Context: an optimization exercise on an open-source flow, tuned for a short achievable clock period and few clock cycles. The choices shown serve that exercise and are no tape-out recipe.
The RTL was checked by simulation tests, not by an equivalence proof against the original design.
The clock port is modelled as an ideal driver; clocking choices that lean on that would not hold on a real chip.
Power and IR drop assume default switching activity.

==> design.v <==
package cache_pkg;
  typedef enum logic [1:0] {
    StIdle,
    StWriteback,
    StRefill
  } state_e;
  localparam int unsigned AddrBits    = 32;
  localparam int unsigned ByteOffBits = 2;
  function automatic integer tag_bits(input integer setnum, input integer words);
    tag_bits = AddrBits - ByteOffBits - $clog2(setnum) - $clog2(words);
  endfunction
endpackage
module cache_lru #(
  parameter  int unsigned DEGREE = 2,
  localparam int unsigned AW     = $clog2(DEGREE)
) (
  input  logic [DEGREE-1:0][AW-1:0] age_i,
  input  logic [DEGREE-1:0]         valid_i,
  input  logic [AW-1:0]             way_i,
  output logic [DEGREE-1:0][AW-1:0] age_o,
  output logic [AW-1:0]             victim_o
);
  always_comb begin
    age_o = age_i;
    for (int w = 0; w < DEGREE; w++) begin
      if (AW'(w) == way_i) begin
        age_o[w] = '0;
      end else if (age_i[w] < age_i[way_i]) begin
        age_o[w] = age_i[w] + AW'(1);
      end
    end
  end
  always_comb begin
    logic found;
    found    = 1'b0;
    victim_o = '0;
    for (int w = 0; w < DEGREE; w++) begin
      if (!valid_i[w] && !found) begin
        victim_o = AW'(w);
        found    = 1'b1;
      end
    end
    if (!found) begin
      for (int w = 0; w < DEGREE; w++) begin
        if (age_i[w] == AW'(DEGREE - 1)) victim_o = AW'(w);
      end
    end
  end
endmodule
module data_cache_wb (
  input  logic        clk,
  input  logic        rst,
  input  logic [31:0] addressIn,
  input  logic [31:0] dataIn,
  input  logic [3:0]  byteEn,
  input  logic        loadMemory,
  input  logic        storeMemory,
  output logic [31:0] dataOut,
  output logic        hit,
  output logic        stall,
  output logic        mem_req,
  output logic        mem_we,
  output logic [31:0] mem_addr,
  output logic [31:0] mem_wdata,
  input  logic        mem_ack,
  input  logic [31:0] mem_rdata
);
  logic        req, is_st, is_ld;
  logic [1:0]  word;
  logic [2:0]  idx;
  logic [24:0] tg;
  assign req   = loadMemory | storeMemory;
  assign is_st = storeMemory;
  assign is_ld = loadMemory & ~storeMemory;
  assign word  = addressIn[3:2];
  assign idx   = addressIn[6:4];
  assign tg    = addressIn[31:7];
  function automatic logic [31:0] merge(input logic [31:0] old, input logic [31:0] nw,
                                        input logic [3:0] be);
    for (int b = 0; b < 4; b++) merge[b*8 +: 8] = be[b] ? nw[b*8 +: 8] : old[b*8 +: 8];
  endfunction
  logic [24:0] tag_q  [16];
  logic [15:0] valid_q, dirty_q;
  logic [7:0]  lru_q;              
  logic [31:0] data_q [64];
  logic        busy_q, wbph_q, last_q, mway_q, room_q, wbload_q;
  logic [1:0]  beat_q;
  logic [2:0]  midx_q;
  logic [24:0] mtag_q;
  logic [31:0] maddr_q;
  logic [31:0] wbl_q [4];          
  logic [3:0]  arr_q;              
  logic [3:0]  eovm_q [4];         
  logic [31:0] eovd_q [4];         
  logic [15:0] rf_lsel_q;          
  logic [3:0]  rf_boh_q;           
  logic        qv_q, qway_q, qwb_q;
  logic [2:0]  qidx_q;
  logic [24:0] qtag_q, qwbtag_q;
  logic [3:0]  qovm_q [4];
  logic [31:0] qovd_q [4];
  logic        rv_q;               
  logic        r_st;
  logic [1:0]  r_word;
  logic [2:0]  r_idx;
  logic [24:0] r_tg;
  logic [31:0] r_din;
  logic [3:0]  r_be;
  logic [1:0]  r_m;                
  logic        al_q, alf_q;        
  logic        rdy_q, fwd_q;
  logic        cst_q, cstl_q;      
  logic        hc_q, hd_q;         
  logic [3:0]  fwdb_q;             
  logic [31:0] dout_q;
  logic [15:0] tmatch;
  always_comb begin
    for (int i = 0; i < 16; i++) tmatch[i] = valid_q[i] & (tag_q[i] == tg);
  end
  logic [1:0] m, isq, ise, ok, fme, fmq;
  logic       lk_hit, lk_fme, lk_fmq, lk_miss;
  always_comb begin
    for (int w = 0; w < 2; w++) begin
      m[w]   = tmatch[{idx, w[0]}];
      isq[w] = qv_q & (qidx_q == idx) & (qway_q == w[0]);
      ise[w] = busy_q & (midx_q == idx) & (mway_q == w[0]) & ~isq[w];
      ok[w]  = m[w] & ~isq[w] & (~ise[w] | arr_q[word]);
      fme[w] = m[w] & ise[w];
      fmq[w] = m[w] & isq[w];
    end
  end
  assign lk_hit  = |ok;
  assign lk_fme  = |fme;
  assign lk_fmq  = |fmq;
  assign lk_miss = ~|m;
  logic [7:0] pm1;
  logic       guess;
  always_comb begin
    for (int s = 0; s < 8; s++) pm1[s] = valid_q[{s[2:0], 1'b1}] & (tag_q[{s[2:0], 1'b1}][3:0] == tg[3:0]);
  end
  assign guess = rv_q ? r_m[1] : pm1[idx];
  logic [1:0] risq, rise, rok;
  logic       r_hit, r_fme, r_fmq, r_miss, r_way;
  always_comb begin
    for (int w = 0; w < 2; w++) begin
      risq[w] = qv_q & (qidx_q == r_idx) & (qway_q == w[0]);
      rise[w] = busy_q & (midx_q == r_idx) & (mway_q == w[0]) & ~risq[w];
      rok[w]  = r_m[w] & ~risq[w] & (~rise[w] | arr_q[r_word]);
    end
  end
  assign r_hit  = |rok;
  assign r_fme  = |(r_m & rise);
  assign r_fmq  = |(r_m & risq);
  assign r_miss = ~|r_m;
  assign r_way  = r_m[1];
  logic [7:0]  vs, wbn;
  logic [24:0] vtag [8];
  logic [31:0] vw0 [8];
  always_comb begin
    for (int s = 0; s < 8; s++) begin
      vs[s]   = ~valid_q[{s[2:0], 1'b0}] ? 1'b0 : (~valid_q[{s[2:0], 1'b1}] ? 1'b1 : lru_q[s]);
      wbn[s]  = valid_q[{s[2:0], vs[s]}] & dirty_q[{s[2:0], vs[s]}];
      vtag[s] = tag_q[{s[2:0], vs[s]}];
      vw0[s]  = data_q[{s[2:0], vs[s], 2'b00}];
    end
  end
  logic [7:0]  vs_q, wbn_q;
  logic [24:0] vtag_q [8];
  logic [31:0] vw0_q [8];
  always_ff @(posedge clk) begin
    vs_q  <= vs;
    wbn_q <= wbn;
    for (int s = 0; s < 8; s++) begin
      vtag_q[s] <= vtag[s];
      vw0_q[s]  <= vw0[s];
    end
  end
  logic free_now, room, cmpl, done, nd, fast, alloc, a_way, a_e, a_q;
  assign free_now = ~busy_q | (mem_ack & last_q);    
  assign room     = room_q | (mem_ack & last_q);      
  assign cmpl     = rdy_q | (fwd_q & mem_ack) | (is_st & (cst_q | (mem_ack & cstl_q)));
  assign stall    = ~cmpl;
  assign hit      = (loadMemory & rdy_q) | (is_st & hc_q) |
                    (mem_ack & ((loadMemory & fwd_q) | (is_st & hd_q)));
  always_comb begin
    for (int b = 0; b < 4; b++)
      dataOut[b*8 +: 8] = fwdb_q[b] ? mem_rdata[b*8 +: 8] : dout_q[b*8 +: 8];
  end
  assign done  = req & cmpl & ~rst;
  assign nd    = req & ~cmpl & ~rst;
  assign fast  = req & ~rv_q & ~rst & lk_miss & free_now & ~qv_q;
  assign alloc = rv_q & ~rst & r_miss & ~al_q & room;
  assign a_way = vs_q[r_idx];
  assign a_e   = alloc & free_now & ~qv_q;            
  assign a_q   = alloc & ~a_e;                        
  logic        st_fmq, st_fme, st_hit, st_now;
  assign st_now = ~rst & rv_q & r_st & cst_q;
  assign st_hit = st_now & r_hit;
  assign st_fme = st_now & ~r_hit & r_fme;
  assign st_fmq = st_now & r_fmq;
  logic [3:0]  qovm_n [4];
  logic [31:0] qovd_n [4];
  always_comb begin
    for (int k = 0; k < 4; k++) begin
      qovm_n[k] = qovm_q[k];
      qovd_n[k] = qovd_q[k];
      if (st_fmq && r_word == 2'(k)) begin
        qovm_n[k] = qovm_q[k] | r_be;
        qovd_n[k] = merge(qovd_q[k], r_din, r_be);
      end
    end
  end
  logic       rf_ack, e_src_q, e_src_r, busy_d, e_next_rf, mway_d;
  logic [1:0] beat_d;
  logic [2:0] midx_d;
  assign rf_ack  = busy_q & ~wbph_q & mem_ack;
  assign e_src_q = free_now & qv_q;                   
  assign e_src_r = free_now & ~qv_q & rv_q;           
  assign busy_d  = free_now ? (qv_q | a_e | fast) : busy_q;
  assign midx_d  = ~free_now ? midx_q : (qv_q ? qidx_q : (rv_q ? r_idx : idx));
  assign mway_d  = ~free_now ? mway_q : (qv_q ? qway_q : (rv_q ? a_way : vs[idx]));
  always_comb begin
    beat_d    = beat_q;
    e_next_rf = busy_q & ~wbph_q;
    if (free_now) begin
      beat_d    = 2'd0;
      e_next_rf = qv_q ? ~qwb_q : (rv_q ? (a_e & ~wbn_q[r_idx]) : (fast & ~wbn[idx]));
    end else if (busy_q & mem_ack) begin
      beat_d    = beat_q + 2'd1;
      e_next_rf = wbph_q ? (beat_q == 2'd3) : 1'b1;
    end
  end
  logic [1:0]  rfc, epos;
  logic [3:0]  eovm_n [4];
  logic [31:0] eovd_n [4];
  assign rfc  = wbph_q ? 2'd0 : beat_q;
  assign epos = r_word - rfc;
  always_comb begin
    for (int p = 0; p < 4; p++) begin
      if (e_src_q) begin
        eovm_n[p] = qovm_n[p];
        eovd_n[p] = qovd_n[p];
      end else if (free_now) begin
        eovm_n[p] = (rv_q ? (r_st && r_word == 2'(p)) : (is_st && word == 2'(p))) ? (rv_q ? r_be : byteEn) : 4'b0000;
        eovd_n[p] = rv_q ? r_din : dataIn;
      end else if (rf_ack) begin
        eovm_n[p] = (p < 3) ? eovm_q[p + 1] : 4'b0000;
        eovd_n[p] = (p < 3) ? eovd_q[p + 1] : eovd_q[3];
        if (p < 3 && st_fme && epos == 2'(p + 1)) begin
          eovm_n[p] = eovm_q[p + 1] | r_be;
          eovd_n[p] = merge(eovd_q[p + 1], r_din, r_be);
        end
      end else begin
        eovm_n[p] = eovm_q[p];
        eovd_n[p] = eovd_q[p];
        if (st_fme && epos == 2'(p)) begin
          eovm_n[p] = eovm_q[p] | r_be;
          eovd_n[p] = merge(eovd_q[p], r_din, r_be);
        end
      end
    end
  end
  logic room_d, last_d;
  assign room_d = ~busy_d | ~(a_q | (qv_q & ~free_now));
  assign last_d = ~free_now & (last_q | (rf_ack & (beat_q == 2'd2)));
  logic [31:0] rf_word;
  assign rf_word = merge(merge(mem_rdata, eovd_q[0], eovm_q[0]), r_din,
                         (st_fme & ~wbph_q & (beat_q == r_word)) ? r_be : 4'b0000);
  always_ff @(posedge clk) begin
    if (rst) begin
      busy_q   <= 1'b0;
      wbph_q   <= 1'b0;
      last_q   <= 1'b0;
      room_q   <= 1'b1;
      wbload_q <= 1'b0;
      rf_boh_q <= 4'b0000;
    end else begin
      rf_boh_q <= (busy_d & e_next_rf) ? (4'b0001 << beat_d) : 4'b0000;
      room_q   <= room_d;
      wbload_q <= free_now & busy_d;
      if (free_now) begin
        busy_q   <= busy_d;
        last_q   <= 1'b0;
        beat_q   <= 2'd0;
        arr_q    <= 4'b0000;
        wbl_q[0] <= qv_q ? qw0_q : (rv_q ? vw0_q[r_idx] : vw0[idx]);
        if (qv_q) begin
          wbph_q  <= qwb_q;
          mtag_q  <= qtag_q;
          maddr_q <= {(qwb_q ? qwbtag_q : qtag_q), qidx_q, 4'b0000};
        end else if (rv_q) begin
          wbph_q  <= wbn_q[r_idx];
          mtag_q  <= r_tg;
          maddr_q <= {(wbn_q[r_idx] ? vtag_q[r_idx] : r_tg), r_idx, 4'b0000};
        end else begin
          wbph_q  <= wbn[idx];
          mtag_q  <= tg;
          maddr_q <= {(wbn[idx] ? vtag[idx] : tg), idx, 4'b0000};
        end
      end else begin
        if (mem_ack) begin
          beat_q       <= beat_q + 2'd1;
          maddr_q[3:2] <= beat_q + 2'd1;
          if (wbph_q) begin
            if (beat_q == 2'd3) begin
              wbph_q  <= 1'b0;
              maddr_q <= {mtag_q, midx_q, 4'b0000};
            end
          end else begin
            arr_q[beat_q] <= 1'b1;
            last_q        <= (beat_q == 2'd2);
          end
        end
        if (wbload_q) begin
          if (mem_ack && wbph_q) begin
            wbl_q[0] <= data_q[{midx_q, mway_q, 2'd1}];
            wbl_q[1] <= data_q[{midx_q, mway_q, 2'd2}];
            wbl_q[2] <= data_q[{midx_q, mway_q, 2'd3}];
          end else begin
            wbl_q[1] <= data_q[{midx_q, mway_q, 2'd1}];
            wbl_q[2] <= data_q[{midx_q, mway_q, 2'd2}];
            wbl_q[3] <= data_q[{midx_q, mway_q, 2'd3}];
          end
        end else if (mem_ack && wbph_q) begin
          wbl_q[0] <= wbl_q[1];
          wbl_q[1] <= wbl_q[2];
          wbl_q[2] <= wbl_q[3];
        end
      end
    end
    midx_q <= midx_d;
    mway_q <= mway_d;
    for (int l = 0; l < 16; l++) rf_lsel_q[l] <= ({midx_d, mway_d} == 4'(l));
    for (int k = 0; k < 4; k++) begin
      eovm_q[k] <= eovm_n[k];
      eovd_q[k] <= eovd_n[k];
    end
  end
  logic [31:0] qw0_q;
  always_ff @(posedge clk) qw0_q <= a_q ? data_q[{r_idx, a_way, 2'b00}] : data_q[{qidx_q, qway_q, 2'b00}];
  always_ff @(posedge clk) begin
    if (rst) begin
      qv_q <= 1'b0;
    end else begin
      if (a_q) begin
        qv_q     <= 1'b1;
        qidx_q   <= r_idx;
        qway_q   <= a_way;
        qtag_q   <= r_tg;
        qwb_q    <= wbn_q[r_idx];
        qwbtag_q <= vtag_q[r_idx];
        for (int k = 0; k < 4; k++) begin
          qovm_q[k] <= (r_st && r_word == 2'(k)) ? r_be : 4'b0000;
          qovd_q[k] <= r_din;
        end
      end else begin
        if (free_now) qv_q <= 1'b0;
        for (int k = 0; k < 4; k++) begin
          qovm_q[k] <= qovm_n[k];
          qovd_q[k] <= qovd_n[k];
        end
      end
    end
  end
  assign mem_req   = busy_q;
  assign mem_we    = wbph_q;
  assign mem_addr  = maddr_q;
  assign mem_wdata = wbl_q[0];
  logic fm_next, fwd_d, ovl_cand;
  assign ovl_cand = (idx == midx_d) & (word == beat_d) & |eovm_n[0];
  assign fm_next = e_src_q ? lk_fmq : (free_now ? (a_e | fast) : (lk_fme | alf_q));
  assign fwd_d   = nd & is_ld & fm_next & e_next_rf & (beat_d == word);
  always_ff @(posedge clk) begin
    if (rst) begin
      rv_q   <= 1'b0;
      al_q   <= 1'b0;
      alf_q  <= 1'b0;
      rdy_q  <= 1'b0;
      cst_q  <= 1'b0;
      cstl_q <= 1'b0;
      hc_q   <= 1'b0;
      hd_q   <= 1'b0;
      fwd_q  <= 1'b0;
      fwdb_q <= 4'b0000;
    end else begin
      rv_q   <= nd;
      al_q   <= nd & (al_q | alloc | fast);
      alf_q  <= nd & fast;
      rdy_q  <= nd & is_ld & lk_hit & (guess == m[1]) & ~ovl_cand;
      cst_q  <= nd & is_st & (lk_hit | lk_fme | lk_fmq | fast | room_d);
      cstl_q <= nd & is_st & last_d;
      hc_q   <= (nd & is_ld & lk_hit & (guess == m[1]) & ~ovl_cand) |
                (nd & is_st & (lk_hit | lk_fme | lk_fmq | fast | room_d));
      hd_q   <= fwd_d | (nd & is_st & last_d);
      fwd_q  <= fwd_d;
      fwdb_q <= fwd_d ? ~eovm_n[0] : 4'b0000;
    end
    r_st   <= is_st;
    r_word <= word;
    r_idx  <= idx;
    r_tg   <= tg;
    r_din  <= dataIn;
    r_be   <= byteEn;
    r_m    <= m;
  end
  logic       wr_alloc, wr_way;
  assign wr_alloc = ~rst & (alloc | (rv_q & alf_q));
  assign wr_way   = alf_q ? mway_q : a_way;
  always_ff @(posedge clk) begin
    if (rst) begin
      valid_q <= '0;
      dirty_q <= '0;
      lru_q   <= '1;
    end else begin
      if (done && !r_miss) begin
        lru_q[r_idx] <= ~r_way;
        if (r_st) dirty_q[{r_idx, r_way}] <= 1'b1;
      end
      if (wr_alloc) begin
        valid_q[{r_idx, wr_way}] <= 1'b1;
        dirty_q[{r_idx, wr_way}] <= r_st;
        lru_q[r_idx]             <= ~wr_way;
      end
    end
  end
  always_ff @(posedge clk) begin
    if (wr_alloc) tag_q[{r_idx, wr_way}] <= r_tg;
  end
  logic [31:0] rd_w0, rd_w1;
  logic [31:0] la [2][16], lb [2][8], lc [2][4], ld [2][2];
  always_comb begin
    for (int w = 0; w < 2; w++) begin
      for (int i = 0; i < 16; i++)
        la[w][i] = word[0] ? data_q[{i[3:1], w[0], i[0], 1'b1}] : data_q[{i[3:1], w[0], i[0], 1'b0}];
      for (int i = 0; i < 8; i++) lb[w][i] = word[1] ? la[w][2*i+1] : la[w][2*i];
      for (int i = 0; i < 4; i++) lc[w][i] = idx[0] ? lb[w][2*i+1] : lb[w][2*i];
      for (int i = 0; i < 2; i++) ld[w][i] = idx[1] ? lc[w][2*i+1] : lc[w][2*i];
    end
    rd_w0 = idx[2] ? ld[0][1] : ld[0][0];
    rd_w1 = idx[2] ? ld[1][1] : ld[1][0];
  end
  always_ff @(posedge clk) begin
    for (int b = 0; b < 4; b++)
      dout_q[b*8 +: 8] <= (ovl_cand & eovm_n[0][b]) ? eovd_n[0][b*8 +: 8] : (guess ? rd_w1[b*8 +: 8] : rd_w0[b*8 +: 8]);
  end
  logic [5:0] st_e;
  assign st_e = {r_idx, r_way, r_word};
  always_ff @(posedge clk) begin
    for (int e = 0; e < 64; e++) begin
      for (int b = 0; b < 4; b++) begin
        if (mem_ack && rf_lsel_q[e >> 2] && rf_boh_q[e & 3])
          data_q[e][b*8 +: 8] <= rf_word[b*8 +: 8];
        else if (st_hit && r_be[b] && st_e == 6'(e))
          data_q[e][b*8 +: 8] <= r_din[b*8 +: 8];
      end
    end
  end
endmodule
==> flow/run.sh <==
#!/bin/bash
# The standard layout (standard.sh: the standard synthesis, then ORFS), with
# two changes:
#  - the buffers ORFS puts on the ports are plain buf_6 cells rather than the
#    cell buffer_ports picks by default (a clkdlybuf4s50 delay cell);
#  - after clock tree synthesis, one more setup repair pass (repair.tcl) on the
#    placed design, before global routing.
# ORFS writes each step's full log under orfs/logs/; make's output and the extra
# pass's log are kept here.
set -euo pipefail
export BUFFER_PORTS_ARGS="-buffer_cell sky130_fd_sc_hd__buf_6"
bash standard.sh cts > flow_make_cts.log 2>&1
openroad -no_init -exit flow/repair.tcl > flow_repair.log 2>&1
bash standard.sh > flow_make.log 2>&1
==> flow/repair.tcl <==
# One more setup repair pass on the design after clock tree synthesis, with the
# same parasitics estimate, don't-use list and propagated clock as ORFS's own.
set res orfs/results/sky130hd/data_cache_wb/base
read_liberty $::env(FLOW_HOME)/platforms/sky130hd/lib/sky130_fd_sc_hd__tt_025C_1v80.lib
read_db $res/4_cts.odb
read_sdc $res/4_cts.sdc
source $::env(FLOW_HOME)/platforms/sky130hd/setRC.tcl
set_propagated_clock [all_clocks]
set_dont_use [get_lib_cells {sky130_fd_sc_hd__probe_p_8 sky130_fd_sc_hd__probec_p_8 sky130_fd_sc_hd__lpflow_*}]
estimate_parasitics -placement
report_worst_slack
repair_timing -setup -setup_margin 3.6 -repair_tns 100 -match_cell_footprint \
  -sequence "sizeup,swap,buffer,clone,split" -verbose
detailed_placement
check_placement -verbose
estimate_parasitics -placement
report_worst_slack
write_db $res/4_cts.odb
==> standard.sh <==
#!/bin/bash
# synth_recipe.tcl (not shown) runs the flow's synth.tcl, then flattens the netlist and writes it again
# the make line also repeats each setting of config.mk as NAME=value (left out here)
make -C /OpenROAD-flow-scripts/flow DESIGN_CONFIG=/design/flow/config.mk WORK_HOME=/design/flow/orfs CLKGATE_MAP_FILE= SYNTH_SCRIPT=/design/flow/synth_recipe.tcl "${@:-finish}"
==> config.mk <==
export PLATFORM = sky130hd
export DESIGN_NAME = data_cache_wb
export DESIGN_NICKNAME = data_cache_wb
export VERILOG_FILES = /design/flow/design.v
export SDC_FILE = /design/flow/constraint.sdc
export NUM_CORES = 4
export LEC_CHECK = 0
export CAP_MARGIN = 20
export CORE_MARGIN = 2
export CORE_UTILIZATION = 30
export PLACE_DENSITY = 0.42
export SETUP_SLACK_MARGIN = 3.6
export SLEW_MARGIN = 20
export TNS_END_PERCENT = 5
==> constraint.sdc <==
create_clock -name core_clock -period 6.8 [get_ports {clk}]
set_input_delay 1.3600 -clock core_clock [delete_from_list [all_inputs] [get_ports {clk}]]
set_output_delay 1.3600 -clock core_clock [all_outputs]
set_load 0.01 [all_outputs]
==> run notes <==
-- per-layer routing --
layer	wire [µm]	part of all wire	vias to the layer above
met5	2450	0.0018	-
met4	143000	0.10	104
met3	212000	0.16	5193
met2	527000	0.39	18900
met1	480000	0.35	92100
li1	-	-	66600
-- how the worst min path moves through the flow --
| stage | slack (ps) | startpoint | cells after the start | to |
|---|---|---|---|---|
| global route | 320 | dataIn[8] | 1 | r_din[8] |
| detailed placement | 490 | al_q | 1 | al_q |
| global placement | 480 | qovm_q[3][1] | 1 | eovm_q[3][1] |
| floorplan | 430 | valid_q[7] | 2 | wbn_q[3] |
| CTS | 300 | dataIn[8] | 1 | r_din[8] |
| finish | 300 | dataIn[8] | 1 | r_din[8] |
-- flip-flops by register name, summed over array words and instances, names as in the netlist, 30 cells and up --
name / count
wbl_q: 128
qw0_q: 32
vtag_q: 200
dout_q: 32
data_q: 2048
vw0_q: 256
r_din: 32
qovd_q: 128
tag_q: 400
maddr_q: 30
eovd_q: 128
-- per-stage QoR --
stage,hold slack [ps],utilization
2_1_floorplan,431,-
3_3_place_gp,479,0.325
3_5_place_dp,490,0.325
4_1_cts,296,0.363
5_1_grt,320,0.385
6_report,302,0.386
-- kinds of logic after synthesis --
| group | count (synthesis) |
|---|---|
| AO/OA/AOI/OAI | 5035 |
| AND/OR/NAND/NOR | 4387 |
| flip-flops | 3667 |
| buffers and inverters | 1937 |
| multiplexers | 1661 |
| XOR/XNOR | 426 |
| adder cells (fa/ha/maj) | 20 |
| other | 1 |
-- synth_stat cells, types with 53 or more instances --
master       n  area [µm²]
inv_1       53         199
nand4_1    247        1550
mux4_2     690       15500
o22ai_1     64         400
o22a_1      98         858
edfxtp_1  2867       86100
mux2i_1    347        3470
nor3_1     121         606
buf_1      107         402
clkbuf_1  1352        5070
and2_1      71         444
mux2_2     622        7000
o21ai_0   2322       11600
nand3_1    263        1320
a22oi_1    722        5420
nand2_1   3044       11400
a222oi_1   160        1600
o21ai_1    274        1370
a21oi_1    431        2160
nor4_1      59         369
buf_2      260        1300
xnor2_1    311        2720
a22o_1     174        1520
a31oi_1    123         769
nor2_1     414        1550
a221oi_1   191        1670
dfxtp_1    800       16000
clkbuf_2   108         541
a211oi_1   122         916
xor2_1     112         981
-- area by class of cell --
type	count	area, µm²	area share
clock buffer	613	12200	0.0500
clock inverter	202	2270	0.00931
sequential	3667	102000	0.420
antenna	196	490	0.00201
multi-input combinational	11500	87900	0.361
tap	8379	10500	0.0430
inverter	63	373	0.00153
timing repair buffer	1959	27700	0.114
-- where the power goes --
group | leakage (µW) | internal [µW] | switching [µW]
logic | 0.0481 | 3370 | 6120
registers | 0.0327 | 24600 | 465
clock network | 0.00706 | 13800 | 10900
-- what timing repair did --
action	in CTS	in global routing
buffers inserted	377	66
endpoints found under the setup margin	5220	3898
pin swaps	171	60
hold buffers	0	0
gates resized for setup	617	265
gates cloned	61	7
hold endpoints to repair	0	0
==> tab_implementation.tex <==
\begin{tabular}{lr}
\hline
Metric & Value \\
\hline
\multicolumn{2}{l}{\textbf{Outcome}} \\
\quad Outcome & no timing/DRC/antenna violations \\
\multicolumn{2}{l}{\textbf{Floorplan}} \\
\quad Effective utilization at floorplan & 0.301 \\
\quad Vertical die dimension & around 800 µm \\
\quad Die Area & 641000 µm² \\
\quad I/O pin total & 205 \\
\quad Total core area & 632000 µm² \\
\quad Number of standard-cell rows in the floorplan & 292 \\
\quad Width of the die & 800 µm \\
\multicolumn{2}{l}{\textbf{Synthesis}} \\
\quad Number of enable-type register cells in the synthesized netlist & $\sim$2900 \\
\quad Flip-flop cell with the highest count after synthesis & edfxtp\_1 \\
\quad Synth unique cells & 94 \\
\quad Synthesized-area fraction occupied by adder cells & 0.00132 \\
\quad Ys async rst share & 0 \\
\quad Post-Synthesis Cells & about 17000 \\
\quad \#FFs+latches synth & about 3700 \\
\quad Synthesized-area fraction occupied by ao, oa, aoi and oai cells & 0.166 \\
\quad Sequential share of the synthesized area & 0.537 \\
\quad Cell area after synthesis & 190000 µm² \\
\quad Mapped Avg Cell Area & 11.1 µm² \\
\quad Simple-gate area share of the yosys netlist & 0.0972 \\
\quad Count of synthesis-stage warnings from yosys & 19 \\
\quad Multiplexer fraction of the synthesized cell area & 0.137 \\
\quad Xor/xnor share of the synthesized area & 0.0197 \\
\quad Combinational family with the most area after synthesis & compound AO/OA/AOI/OAI gates \\
\multicolumn{2}{l}{\textbf{CTS}} \\
\quad Worst-path clk slew & 60 ps \\
\quad Latest clock arrival within the worst-skew pair & roughly 1200 ps \\
\quad CTS tree & built \\
\quad Number of H-tree branching levels & 5 \\
\quad Root buf cell & clkbuf\_16 \\
\quad Deepest clock path buffer count & 4 \\
\quad Sink Count & between 3000 and 4000 \\
\quad Number of buffers added by the clock tree synthesis step & 432 \\
\multicolumn{2}{l}{\textbf{GRT}} \\
\quad Global routing usage on met1 & 0.485 \\
\quad GR Util met2 & 0.539 \\
\quad Global route overflow & 0 \\
\quad Met3 Track Usage GR & 0.206 \\
\quad Antenna violations before repair & 195 \\
\quad All-layer global routing usage & 0.407 \\
\quad Maximum number of pins on one net before global-route repair & 91 \\
\quad Via count of the first global-routing pass & $\sim$160k \\
\quad Global routing's busiest layer & met2 \\
\quad Wire length of the first global-routing pass & 1720000 µm \\
\multicolumn{2}{l}{\textbf{Timing}} \\
\quad Tcrit/Tclk final & 0.539 \\
\quad Worst-case clock skew & 103 ps \\
\quad Setup repair after global routing missed its margin & yes \\
\quad Number of max-slew violations in the final report & 0 \\
\quad Crit path time final & 3670 ps \\
\quad Final hold viol count & 0 \\
\quad Slew Limit Headroom & 0.0593 \\
\quad Final Setup Violations & 0 \\
\quad Achievable Freq & between 200 and 300 MHz \\
\quad Transition time of the tightest slew-check pin & between 1000 and 1500 ps \\
\quad Smallest setup slack after layout & 3130 ps \\
\quad Total negative setup slack & 0 ps \\
\multicolumn{2}{l}{\textbf{Critical path}} \\
\quad Worst-path fanout max & 10 \\
\quad Critical Path RT & 7610 ps \\
\quad Type of element capturing the critical path & flop \\
\quad Cell family with most CP delay & compound AO/OA/AOI/OAI gates \\
\quad Critical Path Source Type & flop \\
\quad Slack of the worst reg-to-reg path & 3130 ps \\
\quad Critical path arrival & 4470 ps \\
\quad Critical Path Max Stage Delay & 820 ps \\
\quad WP depth & 9 \\
\quad Worst reg2reg startpoint & r\_idx[1] \\
\quad Library cell contributing the largest single delay on the critical path & nor2b\_1 \\
\quad Critical path launch point & r\_idx[1] \\
\quad Capture point of the worst reg-to-reg path & wbl\_q[0][8] \\
\quad Crit path to & wbl\_q[0][8] \\
\quad Cell breakdown of the critical path & buf\_6, ha\_4, buf\_12, nor2b\_1, a222oi\_1, o211ai\_1, a21oi\_1, o221a\_2, a211oi\_4 \\
\quad Reg2reg path depth & 9 \\
\quad Class of the most critical setup path & flop to flop \\
\quad Worst path buffer plus inverter count & 2 \\
\multicolumn{2}{l}{\textbf{Power and ir drop}} \\
\quad Power Dens Cells & 243 nW/µm² \\
\quad Maximum vdd ir drop & 0.241 mV \\
\quad Leakage & 0.0879 µW \\
\quad Post-layout power & 59300 µW \\
\multicolumn{2}{l}{\textbf{Detailed routing}} \\
\quad Routed wire length per instance & 51.2 µm \\
\quad Post-DR vias/cell & 6.87 \\
\quad DRC violations left & 0 \\
\quad Final Routed Wirelength & between 1000000 and 1500000 µm \\
\quad Detailed-routing iteration count for the pre-antenna-repair pass & 22 \\
\quad Number of DRC markers after the initial detailed-route iteration & 39000 \\
\quad Total number of vias & 183000 \\
\quad Post-DRT Antenna Nets & 0 \\
\multicolumn{2}{l}{\textbf{Run}} \\
\quad \# Max-Cap Violations & 0 \\
\multicolumn{2}{l}{\textbf{Final layout}} \\
\quad Net count, final & 17800 \\
\quad Area growth from synthesis to layout & 28.1\% \\
\quad Leading cell type in the layout, fill and taps excluded & nand2\_1 \\
\quad Fill count & 60700 \\
\quad Non-filler cells in the finished layout & 26600 \\
\quad Non-Filler Cell Area, Final & 244000 µm² \\
\quad Fraction of layout instances using a drive strength above 1 & 0.289 \\
\quad Commonest non-fill, non-tap cells in the layout & 2939 x nand2\_1, 2867 x edfxtp\_1, 1465 x o21ai\_0, 742 x dfxtp\_1, 737 x buf\_4 \\
\multicolumn{2}{l}{\textbf{Place}} \\
\quad Final estimated routing congestion in global placement & 1.06 \\
\quad Final HPWL from detailed placement & approximately 850000 µm \\
\quad Pre-CTS worst setup slack & 1220 ps \\
\quad Port buffer count & 200 \\
\quad Placed standard-cell area & 206000 µm² \\
\quad Number of placed instances, taps included & 24700 \\
\multicolumn{2}{l}{\textbf{Min path}} \\
\quad Type of the most critical hold path & input port to flop \\
\hline
\end{tabular}
Testbench counts, summed over its fixed seeds: cycles 162,907.

## static timing again, ports no longer ideal
No port has a modelled driver above. Below, the same layout with a new extraction and two added sets of constraints.
Step 1: set_driving_cell puts a clkbuf_16 on clk and a buf_2 on each other input, an assumption about the parent block.
Step 2, shift: input delay + t, output delay - t, t = (earliest + latest rising clock arrival at the registers) / 2. This alone moves slack from input paths to output paths.
Three values: no drivers, after step 1, after step 2; two values: the first two.
t, ns: 1.280
setup slack, ns: 3.133 / 2.707 / 1.428
worst register clock-pin slew, ns: 0.07 / 0.07
pins driven straight from the clock port: 1
After both steps this run still meets setup and hold. For this run, drivers alone change the setup slack by -0.426 ns; drivers and shift together by -1.705 ns.
